Context: an optimization exercise on an open-source flow, tuned for a short achievable clock period and few clock cycles. The choices shown serve that exercise and are no tape-out recipe.
In this exercise RTL edits were held to simulation tests only and were not proved equivalent to the original.
Power figures rest on the tool's default switching activity, not on a simulated workload.

==> design/flow/design.v <==
`timescale 1ns/1ns
module core_top #(
  parameter logic [31:0] RESET_PC = '0
) (
  input  logic        CLK,
  input  logic        RST_N,
  input  logic [31:0] i_imem_data,
  output logic [31:0] o_imem_addr,
  input  logic [31:0] i_dmem_rdata,
  output logic [31:0] o_dmem_addr,
  output logic [31:0] o_dmem_wdata,
  output logic        o_dmem_we
);
  localparam logic [6:0] OPC_LUI    = 7'b0110111;
  localparam logic [6:0] OPC_AUIPC  = 7'b0010111;
  localparam logic [6:0] OPC_JAL    = 7'b1101111;
  localparam logic [6:0] OPC_JALR   = 7'b1100111;
  localparam logic [6:0] OPC_BRANCH = 7'b1100011;
  localparam logic [6:0] OPC_LOAD   = 7'b0000011;
  localparam logic [6:0] OPC_STORE  = 7'b0100011;
  localparam logic [6:0] OPC_OP_IMM = 7'b0010011;
  localparam logic [6:0] OPC_OP     = 7'b0110011;
  localparam int NB = 4;    
  logic [31:0] pc_f;
  logic        v_d;
  logic [31:0] ir_d;
  logic [31:0] pc_d;
  logic        hitok_d;      
  logic        pt_d;         
  logic        static_d;     
  logic        jal_d;
  logic [31:0] tgtb_d;       
  logic [31:0] tgtj_d;       
  logic [31:0] pc4_d;
  logic          bv   [NB];
  logic [31:0]   btag [NB];
  logic [31:0]   btgt [NB];
  logic [31:0]   bw   [NB];
  logic [1:0]    bc   [NB];
  logic [1:0]    bptr;      
  logic          u_v;
  logic          u_tk;
  logic [31:0]   u_pc;
  logic [31:0]   u_tgt;
  logic [31:0]   u_ir;
  logic        wr_e;         
  logic [4:0]  rd_e;
  logic        ld_e;
  logic        sw_e;
  logic        br_e;         
  logic        jalr_e;
  logic        jal_e;
  logic        pred_e;       
  logic [5:0]  cond_e;       
  logic [1:0]  meq_e;        
  logic [5:0]  mcond_e;      
  logic        sub_e;
  logic        sra_e;
  logic        add_e;        
  logic [7:0]  rsel_e;       
  logic [31:0] a_e, b_e, bx_e, s_e;
  logic        fa_e, fb_e, fs_e;
  logic [6:0]  vs_e;         
  logic [31:0] tgt_e;
  logic [31:0] pc4_e;
  logic [31:0] pc_e;
  logic [31:0] ir_e;
  logic        wr_m;
  logic [4:0]  rd_m;
  logic        ld_m;
  logic        sw_m;
  logic [31:0] res_m;
  logic [31:0] resf;         
  logic [31:0] st_m;
  logic        rd_mr;        
  logic [31:0] rpc_m;        
  logic        jr_m;         
  logic [31:0] ja_m, jb_m;   
  logic [31:0] regs [1:31];
  logic [31:0] wb_val;
  assign wb_val = ld_m ? i_dmem_rdata : res_m;
  assign o_dmem_addr  = res_m;
  assign o_dmem_wdata = st_m;
  assign o_dmem_we    = sw_m;
  always_ff @(posedge CLK) begin
    if (!RST_N) begin
      for (int i = 1; i < 32; i++) regs[i] <= '0;
    end else if (wr_m) begin
      regs[rd_m] <= wb_val;
    end
  end
  logic [6:0] opc;
  logic [2:0] f3;
  logic [6:0] f7;
  logic [4:0] rs1, rs2, rd;
  assign opc = ir_d[6:0];
  assign f3  = ir_d[14:12];
  assign f7  = ir_d[31:25];
  assign rs1 = ir_d[19:15];
  assign rs2 = ir_d[24:20];
  assign rd  = ir_d[11:7];
  logic is_lui, is_auipc, is_jal, is_jalr, is_br, is_lw, is_sw, is_opi, is_op;
  assign is_lui   = opc == OPC_LUI;
  assign is_auipc = opc == OPC_AUIPC;
  assign is_jal   = opc == OPC_JAL;
  assign is_jalr  = opc == OPC_JALR;
  assign is_br    = opc == OPC_BRANCH && f3[2:1] != 2'b01;
  assign is_lw    = opc == OPC_LOAD && f3 == 3'b010;
  assign is_sw    = opc == OPC_STORE && f3 == 3'b010;
  assign is_opi   = opc == OPC_OP_IMM;
  assign is_op    = opc == OPC_OP && (f7 == 7'b0000000 || f7 == 7'b0100000);
  logic writes_d, use1_d, use2_d;
  assign writes_d = (is_lui | is_auipc | is_jal | is_jalr | is_lw | is_opi | is_op) && rd != 5'd0;
  assign use1_d   = is_jalr | is_br | is_lw | is_sw | is_opi | is_op;
  assign use2_d   = is_br | is_sw | is_op;
  logic [31:0] imm_i, imm_s, imm_b, imm_u, imm_j;
  assign imm_i = {{20{ir_d[31]}}, ir_d[31:20]};
  assign imm_s = {{20{ir_d[31]}}, ir_d[31:25], ir_d[11:7]};
  assign imm_b = {{19{ir_d[31]}}, ir_d[31], ir_d[7], ir_d[30:25], ir_d[11:8], 1'b0};
  assign imm_u = {ir_d[31:12], 12'b0};
  assign imm_j = {{11{ir_d[31]}}, ir_d[31], ir_d[19:12], ir_d[20], ir_d[30:21], 1'b0};
  logic [31:0] imm_d;
  always_comb begin
    if (is_sw)                  imm_d = imm_s;
    else if (is_lui | is_auipc) imm_d = imm_u;
    else                        imm_d = imm_i;
  end
  logic       sub_d, sra_d, add_d;
  logic [7:0] rsel_d;
  always_comb begin
    sub_d  = 1'b0;
    sra_d  = 1'b0;
    add_d  = 1'b0;
    rsel_d = '0;
    if (is_jal | is_jalr) begin
      rsel_d = 8'b10000000;
    end else if (is_opi | is_op) begin
      case (f3)
        3'b000: begin
          add_d = 1'b1;
          sub_d = is_op && f7 == 7'b0100000;
        end
        3'b001: rsel_d = 8'b00000001;
        3'b010: rsel_d = 8'b00000100;
        3'b011: rsel_d = 8'b00001000;
        3'b100: rsel_d = 8'b00010000;
        3'b101: begin
          rsel_d = 8'b00000010;
          sra_d  = f7 == 7'b0100000;
        end
        3'b110: rsel_d = 8'b00100000;
        default: rsel_d = 8'b01000000;
      endcase
    end else begin
      add_d = 1'b1;
    end
  end
  logic [5:0] cond_d, ncond_d;
  always_comb begin
    case (f3)
      3'b000:  cond_d = 6'b000001;
      3'b001:  cond_d = 6'b000010;
      3'b100:  cond_d = 6'b000100;
      3'b101:  cond_d = 6'b001000;
      3'b110:  cond_d = 6'b010000;
      default: cond_d = 6'b100000;
    endcase
  end
  assign ncond_d = {cond_d[4], cond_d[5], cond_d[2], cond_d[3], cond_d[0], cond_d[1]};
  logic [31:0] rf1, rf2, rv1, rv2;
  assign rf1 = (rs1 == 5'd0) ? 32'd0 : regs[rs1];
  assign rf2 = (rs2 == 5'd0) ? 32'd0 : regs[rs2];
  assign rv1 = (wr_m && rd_m == rs1) ? wb_val : rf1;
  assign rv2 = (wr_m && rd_m == rs2) ? wb_val : rf2;
  logic fwd1, fwd2;
  assign fwd1 = wr_e && rd_e == rs1;
  assign fwd2 = wr_e && rd_e == rs2;
  logic [31:0] tgt_d, id_pc;
  logic        pred_d, id_jump;
  assign tgt_d    = jal_d ? tgtj_d : tgtb_d;
  assign pred_d   = hitok_d ? pt_d : static_d;
  assign id_jump  = v_d && !hitok_d && (static_d || pt_d);
  assign id_pc    = static_d ? tgt_d : pc4_d;
  logic fa_d, fb_d;
  assign fa_d = fwd1 && !is_lui && !is_auipc;
  assign fb_d = fwd2 && (is_op | is_br);
  logic [31:0] a, b, s;
  logic [31:0] ldv;
  assign ldv = i_dmem_rdata;
  logic [31:0] fv;
  assign fv = ld_m ? ldv : resf;
  assign a  = fa_e ? fv : a_e;
  assign b  = fb_e ? fv : b_e;
  assign s  = fs_e ? fv : s_e;
  logic [31:0] s00, s10, s01a, s01s, s11, sl0, sl1a, sl1s, sll2, sum;
  assign s00  = a_e + bx_e + {31'd0, sub_e};
  assign s10  = resf + bx_e + {31'd0, sub_e};
  assign s01a = a_e + resf;
  assign s01s = a_e - resf;
  assign s11  = sub_e ? 32'd0 : {resf[30:0], 1'b0};
  assign sl0  = ldv + bx_e + {31'd0, sub_e};
  assign sl1a = a_e + ldv;
  assign sl1s = a_e - ldv;
  assign sll2 = sub_e ? 32'd0 : {ldv[30:0], 1'b0};
  assign sum  = ({32{vs_e[0]}} & s00) | ({32{vs_e[1]}} & s10) |
                ({32{vs_e[2]}} & (sub_e ? s01s : s01a)) | ({32{vs_e[3]}} & s11) |
                ({32{vs_e[4]}} & sl0) | ({32{vs_e[5]}} & (sub_e ? sl1s : sl1a)) |
                ({32{vs_e[6]}} & sll2);
  logic [2:0] c00, c10, c01, c11, cl0, cl1;
  assign c00 = {a_e == b_e, $signed(a_e) < $signed(b_e), a_e < b_e};
  assign c10 = {resf == b_e, $signed(resf) < $signed(b_e), resf < b_e};
  assign c01 = {a_e == resf, $signed(a_e) < $signed(resf), a_e < resf};
  assign c11 = 3'b100;
  assign cl0 = {ldv == b_e, $signed(ldv) < $signed(b_e), ldv < b_e};
  assign cl1 = {a_e == ldv, $signed(a_e) < $signed(ldv), a_e < ldv};
  function automatic logic cond_hit(input logic [5:0] c, input logic [2:0] f);
    cond_hit = (c[0] & f[2]) | (c[1] & ~f[2]) | (c[2] & f[1]) |
           (c[3] & ~f[1]) | (c[4] & f[0]) | (c[5] & ~f[0]);
  endfunction
  logic [2:0] cmp;
  assign cmp = ({3{vs_e[0]}} & c00) | ({3{vs_e[1]}} & c10) |
               ({3{vs_e[2]}} & c01) | ({3{vs_e[3] | vs_e[6]}} & c11) |
               ({3{vs_e[4]}} & cl0) | ({3{vs_e[5]}} & cl1);
  logic [5:0] eqv;
  assign eqv = {cl1[2], cl0[2], c11[2], c01[2], c10[2], c00[2]};
  logic eq_sel;
  assign eq_sel = |(eqv & {vs_e[5], vs_e[4], vs_e[3] | vs_e[6], vs_e[2], vs_e[1], vs_e[0]});
  logic mispredict, mis_eq;
  assign mis_eq = (meq_e[0] & eq_sel) | (meq_e[1] & ~eq_sel);
  assign mispredict = (vs_e[0] & cond_hit(mcond_e, c00)) | (vs_e[1] & cond_hit(mcond_e, c10)) |
                      (vs_e[2] & cond_hit(mcond_e, c01)) |
                      ((vs_e[3] | vs_e[6]) & cond_hit(mcond_e, c11)) |
                      (vs_e[4] & cond_hit(mcond_e, cl0)) | (vs_e[5] & cond_hit(mcond_e, cl1));
  logic [31:0] sll_v, sr_v;
  assign sll_v = a << b[4:0];
  assign sr_v  = 32'($signed({sra_e & a[31], a}) >>> b[4:0]);
  logic [31:0] other;
  assign other = ({32{rsel_e[0]}} & sll_v)
               | ({32{rsel_e[1]}} & sr_v)
               | ({32{rsel_e[2]}} & {31'd0, cmp[1]})
               | ({32{rsel_e[3]}} & {31'd0, cmp[0]})
               | ({32{rsel_e[4]}} & (a ^ b))
               | ({32{rsel_e[5]}} & (a | b))
               | ({32{rsel_e[6]}} & (a & b))
               | ({32{rsel_e[7]}} & pc4_e);
  logic [31:0] res_e;
  assign res_e = add_e ? sum : other;
  logic        redirect, redirect_e;
  logic [31:0] redirect_pc, rpc_e;
  assign redirect_e  = mis_eq && !rd_mr;
  assign rpc_e       = pred_e ? pc4_e : tgt_e;
  assign redirect    = redirect_e || rd_mr;
  logic [31:0] jt_m;
  assign jt_m        = ja_m + jb_m;
  assign redirect_pc = redirect_e ? rpc_e : (jr_m ? {jt_m[31:1], 1'b0} : rpc_m);
  assign o_imem_addr = {2'b00, pc_f[31:2]};
  logic [NB-1:0] hit_f;
  logic [31:0]   btgt_f;
  logic [NB-1:0] wok_f;      
  logic [1:0]    bc_f;
  logic          pt_f;
  always_comb begin
    btgt_f = '0;
    bc_f   = '0;
    for (int i = 0; i < NB; i++) begin
      hit_f[i] = bv[i] && btag[i] == pc_f;
      btgt_f   = btgt_f | ({32{hit_f[i]}} & btgt[i]);
      wok_f[i] = bw[i] == i_imem_data;
      bc_f     = bc_f | ({2{hit_f[i]}} & bc[i]);
    end
  end
  assign pt_f = |hit_f && bc_f[1];
  logic [31:0] ib, ij, pc4_f;
  logic        jal_f, sbr_f;
  assign ib    = {{19{i_imem_data[31]}}, i_imem_data[31], i_imem_data[7], i_imem_data[30:25],
                  i_imem_data[11:8], 1'b0};
  assign ij    = {{11{i_imem_data[31]}}, i_imem_data[31], i_imem_data[19:12], i_imem_data[20],
                  i_imem_data[30:21], 1'b0};
  assign pc4_f = pc_f + 32'd4;
  assign jal_f = i_imem_data[6:0] == OPC_JAL;
  assign sbr_f = i_imem_data[6:0] == OPC_BRANCH && i_imem_data[14:13] != 2'b01 && i_imem_data[31];
  always_ff @(posedge CLK) begin
    if (!RST_N) begin
      pc_f <= RESET_PC;
      v_d  <= 1'b0;
    end else if (redirect) begin
      pc_f <= redirect_pc;
      v_d  <= 1'b0;
    end else begin
      pc_f <= id_jump ? id_pc : (pt_f ? btgt_f : pc4_f);
      v_d  <= !id_jump;
    end
  end
  always_ff @(posedge CLK) begin
    ir_d     <= i_imem_data;
    pc_d     <= pc_f;
    pc4_d    <= pc4_f;
    tgtb_d   <= pc_f + ib;
    tgtj_d   <= pc_f + ij;
    jal_d    <= jal_f;
    static_d <= jal_f | sbr_f;
    hitok_d  <= |(hit_f & wok_f);
    pt_d     <= pt_f;
  end
  logic          tk_e;
  assign tk_e = jal_e | (pred_e ^ (mis_eq | mispredict));
  always_ff @(posedge CLK) begin
    if (!RST_N) begin
      u_v <= 1'b0;
    end else begin
      u_v <= (br_e | jal_e) & !rd_mr;
    end
  end
  always_ff @(posedge CLK) begin
    u_tk  <= tk_e;
    u_pc  <= pc_e;
    u_tgt <= tgt_e;
    u_ir  <= ir_e;
  end
  logic [NB-1:0] hit_u;
  always_comb begin
    for (int i = 0; i < NB; i++) hit_u[i] = bv[i] && btag[i] == u_pc;
  end
  logic alloc_u;
  assign alloc_u = u_v && !(|hit_u) && u_tk;
  always_ff @(posedge CLK) begin
    if (!RST_N) begin
      for (int i = 0; i < NB; i++) bv[i] <= 1'b0;
      bptr <= '0;
    end else if (alloc_u) begin
      bv[bptr] <= 1'b1;
      bptr     <= bptr + 1'b1;
    end
  end
  always_ff @(posedge CLK) begin
    if (u_v) begin
      if (|hit_u) begin
        for (int i = 0; i < NB; i++) begin
          if (hit_u[i]) begin
            if (u_tk) bc[i] <= (bc[i] == 2'b11) ? 2'b11 : bc[i] + 2'b01;
            else      bc[i] <= (bc[i] == 2'b00) ? 2'b00 : bc[i] - 2'b01;
          end
        end
      end else if (u_tk) begin
        btag[bptr] <= u_pc;
        btgt[bptr] <= u_tgt;
        bw[bptr]   <= u_ir;
        bc[bptr]   <= 2'b11;
      end
    end
  end
  always_ff @(posedge CLK) begin
    if (!RST_N || redirect || !v_d) begin
      wr_e    <= 1'b0;
      ld_e    <= 1'b0;
      sw_e    <= 1'b0;
      br_e    <= 1'b0;
      jalr_e  <= 1'b0;
      jal_e   <= 1'b0;
      meq_e   <= '0;
      mcond_e <= '0;
    end else begin
      wr_e    <= writes_d;
      ld_e    <= is_lw;
      sw_e    <= is_sw;
      br_e    <= is_br;
      jalr_e  <= is_jalr;
      jal_e   <= is_jal;
      meq_e   <= (is_br && !f3[2]) ? ((pred_d ^ f3[0]) ? 2'b10 : 2'b01) : 2'b00;
      mcond_e <= (is_br && f3[2]) ? (pred_d ? ncond_d : cond_d) : 6'b0;
    end
  end
  always_ff @(posedge CLK) begin
    rd_e   <= rd;
    pc_e   <= pc_d;
    ir_e   <= ir_d;
    pred_e <= pred_d;
    cond_e <= cond_d;
    sub_e  <= sub_d;
    sra_e  <= sra_d;
    add_e  <= add_d;
    rsel_e <= rsel_d;
    a_e    <= is_lui ? 32'd0 : (is_auipc ? pc_d : rv1);
    b_e    <= (is_op | is_br) ? rv2 : imm_d;
    bx_e   <= is_op ? (sub_d ? ~rv2 : rv2) : imm_d;
    s_e    <= rv2;
    fa_e   <= fa_d;
    fb_e   <= fb_d;
    fs_e   <= fwd2;
    vs_e   <= {fa_d & fb_d & ld_e, ~fa_d & fb_d & ld_e, fa_d & ~fb_d & ld_e,
               fa_d & fb_d & ~ld_e, ~fa_d & fb_d & ~ld_e, fa_d & ~fb_d & ~ld_e,
               ~fa_d & ~fb_d};
    tgt_e  <= tgt_d;
    pc4_e  <= pc4_d;
  end
  always_ff @(posedge CLK) begin
    if (!RST_N) begin
      wr_m  <= 1'b0;
      ld_m  <= 1'b0;
      sw_m  <= 1'b0;
      rd_mr <= 1'b0;
      jr_m  <= 1'b0;
      rd_m  <= '0;
      res_m <= '0;
      st_m  <= '0;
    end else begin
      wr_m  <= wr_e & !rd_mr;
      ld_m  <= ld_e & !rd_mr;
      sw_m  <= sw_e & !rd_mr;
      rd_mr <= (jalr_e | mispredict) & !rd_mr;
      jr_m  <= jalr_e;
      rd_m  <= rd_e;
      res_m <= res_e;
      st_m  <= s;
    end
  end
  always_ff @(posedge CLK) begin
    resf  <= res_e;
    rpc_m <= pred_e ? pc4_e : tgt_e;
    ja_m  <= a;
    jb_m  <= b_e;
  end
endmodule
==> design/flow/run.sh <==
#!/bin/bash
# synth_recipe.tcl (not shown) runs the flow's synth.tcl, then flattens the netlist and writes it again
# the make line also repeats each setting of config.mk as NAME=value (left out here)
make -C /OpenROAD-flow-scripts/flow DESIGN_CONFIG=/design/flow/config.mk WORK_HOME=/design/flow/orfs CLKGATE_MAP_FILE= SYNTH_SCRIPT=/design/flow/synth_recipe.tcl finish
==> design/flow/config.mk <==
export PLATFORM = sky130hd
export DESIGN_NAME = core_top
export DESIGN_NICKNAME = core_top
export VERILOG_FILES = /design/flow/design.v
export SDC_FILE = /design/flow/constraint.sdc
export NUM_CORES = 4
export LEC_CHECK = 0
export ABC_CLOCK_PERIOD_IN_PS = 2500
export CAP_MARGIN = 20
export CORE_MARGIN = 2
export CORE_UTILIZATION = 25
export SETUP_SLACK_MARGIN = 4.3
export SLEW_MARGIN = 20
==> design/flow/constraint.sdc <==
create_clock -name core_clock -period 8.0 [get_ports {CLK}]
set_input_delay 1.6000 -clock core_clock [delete_from_list [all_inputs] [get_ports {CLK}]]
set_output_delay 1.6000 -clock core_clock [all_outputs]
set_load 0.01 [all_outputs]
==> results of run 1 <==
## cell type report
cell class	instances	share of cell area
multi-input cells	6919	0.4188
flip-flops and latches	2205	0.4100
well taps	6223	0.05467
repair buffers	719	0.04906
clock buffers	301	0.04608
clock inverters	133	0.01062
inverters	376	0.01032
diodes	17	0.0002987
repair inverters	2	0.0001054
## per-layer routing
metal | wire length, um | vias to the layer above | global-route usage
li1 | - | 38621 | -
met1 | 187400 | 46038 | 0.2470
met2 | 230300 | 5367 | 0.3244
met3 | 44860 | 1331 | 0.03665
met4 | 37030 | 14 | 0.1222
met5 | 98 | - | 0
## Yosys cell counts (41+ instances only)
cell type and n:
a211oi_1 139, a21o_1 162, a21oi_1 501, a221oi_1 59, a22oi_1 85, a31oi_1 72
and2_1 48, and3_1 46, buf_1 100, buf_2 56, clkbuf_1 589, dfxtp_1 796
edfxtp_1 1409, ha_1 455, inv_1 368, mux2_2 93, mux2i_1 363, mux4_2 608
nand2_1 439, nand2b_1 98, nand3_1 147, nand4_1 160, nor2_1 1489, nor2b_1 68
nor3_1 115, nor4_1 76, o211ai_1 107, o21a_1 54, o21ai_0 286, o21bai_1 41
or3_1 45, xnor2_1 473, xor2_1 186
## through the flow
step | total power [mW] | instances
floorplan | 19.02 | 10250
global placement | 22.64 | 16232
detailed placement | 22.66 | 16233
CTS | 34.70 | 16823
global route | 36.14 | 16878
finish | 35.12 | 16895
## state kept, by name, summed over array words and instances (netlist names), 32 cells and up
register and count:
ir_d 32, btag 128, bw 128, bx_e 32, res_m 32, pc4_d 32
resf 32, pc_e 32, tgt_e 32, ja_m 32, jb_m 32, a_e 32
u_tgt 32, s_e 32, b_e 32, pc_f 32, st_m 32, btgt 128
rpc_m 32, regs 1024, u_pc 32, ir_e 32, u_ir 32
## worst paths after layout
kind,to,from,cells after the start
max,pc_f[7],i_dmem_rdata[1],19
min,u_ir[29],ir_e[29],0
max reg2reg,pc_f[7],resf[26],19
min reg2reg,u_ir[29],ir_e[29],0
## repair_timing
action                     in CTS  in global routing
setup endpoints to repair     647                296
setup buffers                 139                 53
cloned                         17                  2
pin swaps                     164                136
gates resized for setup       814                238
## kinds of logic (layout without fill, tap and decap cells)
kind of cell / after synthesis / after routing / synth area share
flip-flops: 2205 / 2205 / 0.4933
buffers and inverters: 1127 / 1531 / 0.03661
multiplexers: 1065 / 1065 / 0.1557
XOR/XNOR: 659 / 659 / 0.04888
AO/OA/AOI/OAI: 1905 / 1906 / 0.1084
AND/OR/NAND/NOR: 2817 / 2817 / 0.1066
adder cells (fa/ha/maj): 468 / 468 / 0.05042
other: 1 / 21 / 0.00003176
## power groups by stage
stage / combinational [mW] / clock, mW / sequential, mW
6_report: 9.60 / 11.6 / 14.0
5_1_grt: 10.1 / 12.0 / 14.0
4_1_cts: 9.14 / 11.6 / 13.9
3_5_place_dp: 8.52 / 0 / 14.1
3_3_place_gp: 8.52 / 0 / 14.1
2_1_floorplan: 5.31 / 0 / 13.7
## critical path, stage by stage
cell        delay (ps)
buf_8               70
buf_8              120
clkinvlp_4         120
ha_4               300
nand4_1            350
nor4_4             340
nand4_1            200
o211ai_1           230
nor3_2              90
buf_4              180
mux2i_4            190
buf_12             140
buf_6              110
buf_12             130
buf_16             170
nor2_2              90
a21oi_1             50
o21ai_1            140
a21oi_1             90
==> reports/metrics.yaml, run 1 <==
status:
  status: "no timing/DRC/antenna violations"
drt:
  drtAntennaViolNets: 0
  routedWlPerCell_um: 29.58
  detailedRoute.firstIterationViolations: 11644
  via_per_inst: 5.408
  drt_wl_total_um: 499800
  dr.pass1.iters: 9
  vias: 91371
  route.detailed.drc: 0
clock_network:
  clockRootBuffer: "clkbuf_16"
  clk-insertion-delay-late_ps: 960
  cts_tree: "built"
  cts_sinks: 2205
  cts_buffers: 236
  ctsHoldBuffers: 0
  cts.htree.levels: 4
  clkTransAtPathRegs_ps: 70
  clockBufferDepth: 4
critical_path:
  reg2reg_slack_ps: 4130
  arrival_ps: 4740
  crit_type: "primary input to register"
  required_ps: 8810
  crit_path_max_fanout: 8
  end_kind: "register"
  start_kind: "primary input"
finish:
  nets: 10993
  fin_area_um2: 142400
  layout_commonest_cell: "nor2_1"
  final_util: 0.3025
  area_delta_synth_final_pct: 20.62
  layout-drive-gt1-share: 0.2257
  multiInputGateArea_um2: 59650
  final_cell_mix: "1464 x nor2_1, 1409 x edfxtp_1, 719 x dfxtp_1"
  regArea_um2: 58390
  n_fill_cell: 47566
place:
  placed_cell_area_um2: 128800
  pre_cts_ws_ps: 2036
  gp_congestion: 0.9726
  port_buffers: 160
  place_hpwl_um: 343300
sta:
  clock_skew_ps: 81.65
  setup-tns-final_ps: 0
  hold-worst-slack_ps: 313.9
  worst_pin_slew_ps: 1159
  setup_viol: 0
  fin_crit_sh: 0.4911
  slew_headroom: 0.2229
  rsz0062_at_grt: "true"
  fmax_mhz: 254.5
  final-hold-violation-count: 0
  finalWorstSetupSlack_ps: 4071
  finalWorstPathRequiredPeriod_ps: 3929
  maxSlewViolCount: 0
power:
  power_frac_clock: 0.329
  power.leakage_nw: 51.31
  power_frac_comb: 0.273
  intPower_mw: 23.19
  switchingPower_mw: 11.93
  p_seq_frac: 0.398
  ir_drop_v: 0.0001906
  p_per_area_nw_per_um2: 246.6
  swShare: 0.3396
run:
  max_cap_viol_count: 0
yosys:
  netlist_top_cells_area: "edfxtp_1 36%, dfxtp_1 13%, mux4_2 12%"
  synth_cell_types: 89
  synth_top_cell_area_share: 0.3583
  syn-instance-count: 10247
  yosys.area.top_type: "edfxtp_1"
  yosysWarnings: 1
  synth-main-ff-cell: "edfxtp_1"
  synth_seq_cells: 2205
  synth-edff-count: 1409
  yosysSeqAreaShare: 0.4933
  synth_area_um2: 118100
  async_flop_share: 0
  syn_avg_cell_area_um2: 11.52
floorplan:
  core_area_um2: 470700
  die_h_um: 691.2
  chipWidth_um: 691.2
  rows: 252
  io-pin-count: 163
  die_area_um2: 477800
  start_util: 0.2508
global_routing:
  grt_pass1_vias: 87491
  antenna_found_initial: 38
  grt_pass1_wl_um: 687600
  grt_usage: 0.2000
  overflow: 0
  grt_max_degree: 128
min_path:
  min-delay-path-class: "register to register"
Testbench counts, summed over its fixed seeds: cycles 172,196.
==> inputs of run 2 (changes only) <==
--- a/design/flow/config.mk
+++ b/design/flow/config.mk
@@ -11,3 +11,3 @@
 export CORE_UTILIZATION = 25
-export SETUP_SLACK_MARGIN = 4.3
+export SETUP_SLACK_MARGIN = 5
 export SLEW_MARGIN = 20
==> run 2 against run 1 <==
Effect of this change: still clean on timing, DRC and antenna; clock skew is 29 ps lower; clock power barely moved; final cell count rose by 2.9%; non-clock buffer count rose by 451; wire length grew 6.8%; worst setup slack better by 45 ps; final area is 7.3% higher; critical endpoint is now pc_f[11]; largest power group unchanged; highest routed layer unchanged.
==> reports/metrics.yaml, run 2 <==
critical_path:
  max_stage_delay_ps: 540  # +190 ps
  slowest_stage: "dfxtp_1"
  end_kind: "register"
  worst-path-buf-inv: 5  # -3
  crit_chain: "inv_1, ha_1, nand4_1, nor3_4, nand2_1, nor4_2, nor3_1, buf_4, mux2i_4, buf_6, buf_12, buf_16, o211ai_1, o21a_1, o221a_2"
  required_ps: 8820  # about the same
  arrival_ps: 4700  # -40 ps
  start_kind: "register"
  crit_path_max_fanout: 8  # unchanged
  reg2reg_slack_ps: 4120  # about the same
  crit_type: "register to register"
  path_delay_family: "simple AND/OR/NAND/NOR gates"
clock_network:
  cts_tree: "built"
  cts.htree.levels: 4  # unchanged
  cts_buffers: 238  # +0.85%
  cts_sinks: 2205  # unchanged
  clockRootBuffer: "clkbuf_16"
  clkTransAtPathRegs_ps: 70  # about the same
  clk-insertion-delay-late_ps: 970  # about the same
  clockBufferDepth: 4  # unchanged
drt:
  route.detailed.drc: 0  # unchanged
  drtAntennaViolNets: 0  # unchanged
  routedWlPerCell_um: 30.72  # +3.9%
  via_per_inst: 5.480  # +1.3%
  drt_wl_total_um: 533900  # +6.8%
  vias: 95232  # +4.2%
  detailedRoute.firstIterationViolations: 13166  # +13%
  dr.pass1.iters: 8  # -1
yosys:
  yosys.area.top_type: "edfxtp_1"
  synth_top_family_by_area: "multiplexers"
  synth_seq_cells: 2205  # unchanged
  syn-instance-count: 10247  # unchanged
  yosysWarnings: 1  # unchanged
  netlist_top_cells_area: "edfxtp_1 36%, dfxtp_1 13%, mux4_2 12%"
  synth_common_cells: "1489 x nor2_1, 1409 x edfxtp_1, 796 x dfxtp_1"
  yosys.area_share.adder: 0.05042  # unchanged
  synth-main-ff-cell: "edfxtp_1"
  syn_avg_cell_area_um2: 11.52  # unchanged
  yosysSeqAreaShare: 0.4933  # unchanged
  synth_cell_types: 89  # unchanged
  synthSimpleGateAreaFrac: 0.1066  # unchanged
  async_flop_share: 0  # unchanged
  synth-edff-count: 1409  # unchanged
  synth_area_um2: 118100  # unchanged
  synth_compound_area_frac: 0.1084  # unchanged
  synthMuxAreaShare: 0.1557  # unchanged
  synth_xor_area_frac: 0.04888  # unchanged
  synth.most_common_cell: "nor2_1"
  synth_top_cell_area_share: 0.3583  # unchanged
floorplan:
  die_area_um2: 477800  # unchanged
  io-pin-count: 163  # unchanged
  chipWidth_um: 691.2  # unchanged
  start_util: 0.2508  # unchanged
  die_h_um: 691.2  # unchanged
  core_area_um2: 470700  # unchanged
  rows: 252  # unchanged
sta:
  slew_headroom: 0.1448  # -0.07813
  finalWorstPathRequiredPeriod_ps: 3884  # -44.54 ps
  fmax_mhz: 257.5  # +1.1%
  fin_crit_sh: 0.4855  # -0.005568
  rsz0062_at_grt: "true"
  setup-tns-final_ps: 0  # unchanged
  hold-worst-slack_ps: 307.1  # -6.843 ps
  worst_pin_slew_ps: 1275  # +116.5 ps
  maxSlewViolCount: 0  # unchanged
  clock_skew_ps: 52.87  # -28.77 ps
  final-hold-violation-count: 0  # unchanged
  setup_viol: 0  # unchanged
place:
  placed_cell_area_um2: 128900  # about the same
  gp_congestion: 0.9708  # -0.19%
  port_buffers: 160  # unchanged
  place_hpwl_um: 338300  # -1.5%
run:
  max_cap_viol_count: 0  # unchanged
global_routing:
  grt_max_degree: 69  # -46%
  antenna_found_initial: 41  # +7.9%
  grt_usage: 0.2112  # +0.01123
  grt_pass1_vias: 90004  # +2.9%
  overflow: 0  # unchanged
  grt_pass1_wl_um: 721800  # +5.0%
power:
  ir_drop_v: 0.0002050  # +7.6%
  p_per_area_nw_per_um2: 238.0  # -3.5%
  power.leakage_nw: 55.47  # +8.1%
  power.total_mw: 36.37  # +3.6%
finish:
  layout-drive-gt1-share: 0.3101  # +0.08437
  area_delta_synth_final_pct: 29.45
  largest_register: "regs"
  fin_area_um2: 152800  # +7.3%
  nets: 11466  # +4.3%
  multiInputGateArea_um2: 63360  # +6.2%
  final_cell_mix: "1462 x nor2_1, 1409 x edfxtp_1, 611 x dfxtp_1"
  regArea_um2: 58720  # +0.56%
  layout_commonest_cell: "nor2_1"
  n_fill_cell: 46507  # -2.2%
  largest_reg_flops: 1024  # unchanged
min_path:
  min-delay-path-class: "register to register"
status:
  status: "no timing/DRC/antenna violations"
[run 2: cell counts after synthesis]
Identical to the previous run, type by type.
[run 2: path summary, 6_finish.rpt]
path / end / start / cells past startpoint
max reg2reg: pc_f[11] / b_e[27] / 15
max: pc_f[11] / b_e[27] / 15
min: u_ir[5] / ir_e[5] / 0
min reg2reg: u_ir[5] / ir_e[5] / 0
[run 2: final cells by class]
| class | count | share of cell area |
|---|---|---|
| clock buffers | 311 | 0.04306 |
| diodes | 17 | 0.0002783 |
| inverters | 376 | 0.009807 |
| well taps | 6223 | 0.05094 |
| clock inverters | 136 | 0.008260 |
| flip-flops and latches | 2205 | 0.3842 |
| multi-input cells | 6938 | 0.4145 |
| repair buffers | 1170 | 0.08883 |
| repair inverters | 3 | 0.0001310 |
[run 2: worst reg2reg max path, cell delays in order (launching register included)]
cell and delay, ps:
dfxtp_1 540, inv_1 240, ha_1 350, nand4_1 180, nor3_4 250, nand2_1 230
nor4_2 520, nor3_1 100, buf_4 200, mux2i_4 210, buf_6 130, buf_12 140
buf_16 170, o211ai_1 130, o21a_1 140, o221a_2 260
[run 2: timing repair]
| item | in CTS | in global routing |
|---|---|---|
| gates cloned | 66 | 35 |
| gates resized for setup | 2158 | 483 |
| endpoints found under the setup margin | 1731 | 1600 |
| setup buffers | 498 | 156 |
| hold buffers | 0 | 0 |
| pin swaps | 324 | 249 |
[run 2: cell families (layout without fill, tap and decap cells)]
family	Yosys count	in the layout
mux	1065	1065
flops	2205	2205
xor+xnor	659	659
other cells	1	21
buf+inv	1127	1996
simple gates	2817	2836
fa+ha+maj	468	468
compound gates	1905	1906
[run 2: stage by stage]
stage,setup WS [ps],util,std cells
after floorplan,3755,-,10250
after global placement,1702,0.2737,16160
after detailed placement,1826,0.2738,16160
after CTS,4176,0.3157,17171
after global routing,4072,0.3246,17367
final,4116,0.3247,17379
[run 2: routing by layer]
| metal | vias up | global-route usage | wire length (um) |
|---|---|---|---|
| li1 | 39703 | - | - |
| met1 | 47906 | 0.2542 | 190900 |
| met2 | 6059 | 0.3411 | 243400 |
| met3 | 1550 | 0.04551 | 54800 |
| met4 | 14 | 0.1382 | 44840 |
| met5 | - | 0 | 84 |
[run 2: report_power, final]
| group | leakage [nW] | total, mW | switching [mW] | internal, mW |
|---|---|---|---|---|
| Combinational | 30.9 | 11.0 | 6.59 | 4.36 |
| Clock | 3.86 | 11.3 | 5.03 | 6.29 |
| Sequential | 20.7 | 14.1 | 1.01 | 13.1 |

[separate check: timing with driven ports]
The results above use ideal ports. As a check the final layouts listed here were re-extracted and re-timed, cells and wires unchanged.
Step 1 sets driving cells, clkbuf_16 on the clock port and buf_2 on the other inputs (assumed; they add their load-dependent delay and slew).
Step 2 adds t to the input delays and takes it off the output delays; t is the mean of the earliest and latest rising clock arrival at the registers after step 1. Input paths then give back, and output paths get back, about the clock's delay inside the block.
Three values: ideal ports, drivers, drivers and shift; two values: the first two.
| run | t, ns | setup WS [ns] | worst setup path at the end | clock arrival spread, ns | worst slew at a driven data input, ns |
|---|---|---|---|---|---|
| run 1 | 1.026 | 4.071 / 4.068 / 3.043 | input to register | 0.086 / 0.087 | 0.33 |
| run 2 | 1.032 | 4.116 / 4.086 / 3.054 | input to register | 0.077 / 0.078 | 0.35 |
After both steps every run listed still meets setup and hold. For run 2, which loses most, drivers alone change the setup slack by -0.030 ns; drivers and shift together by -1.062 ns.
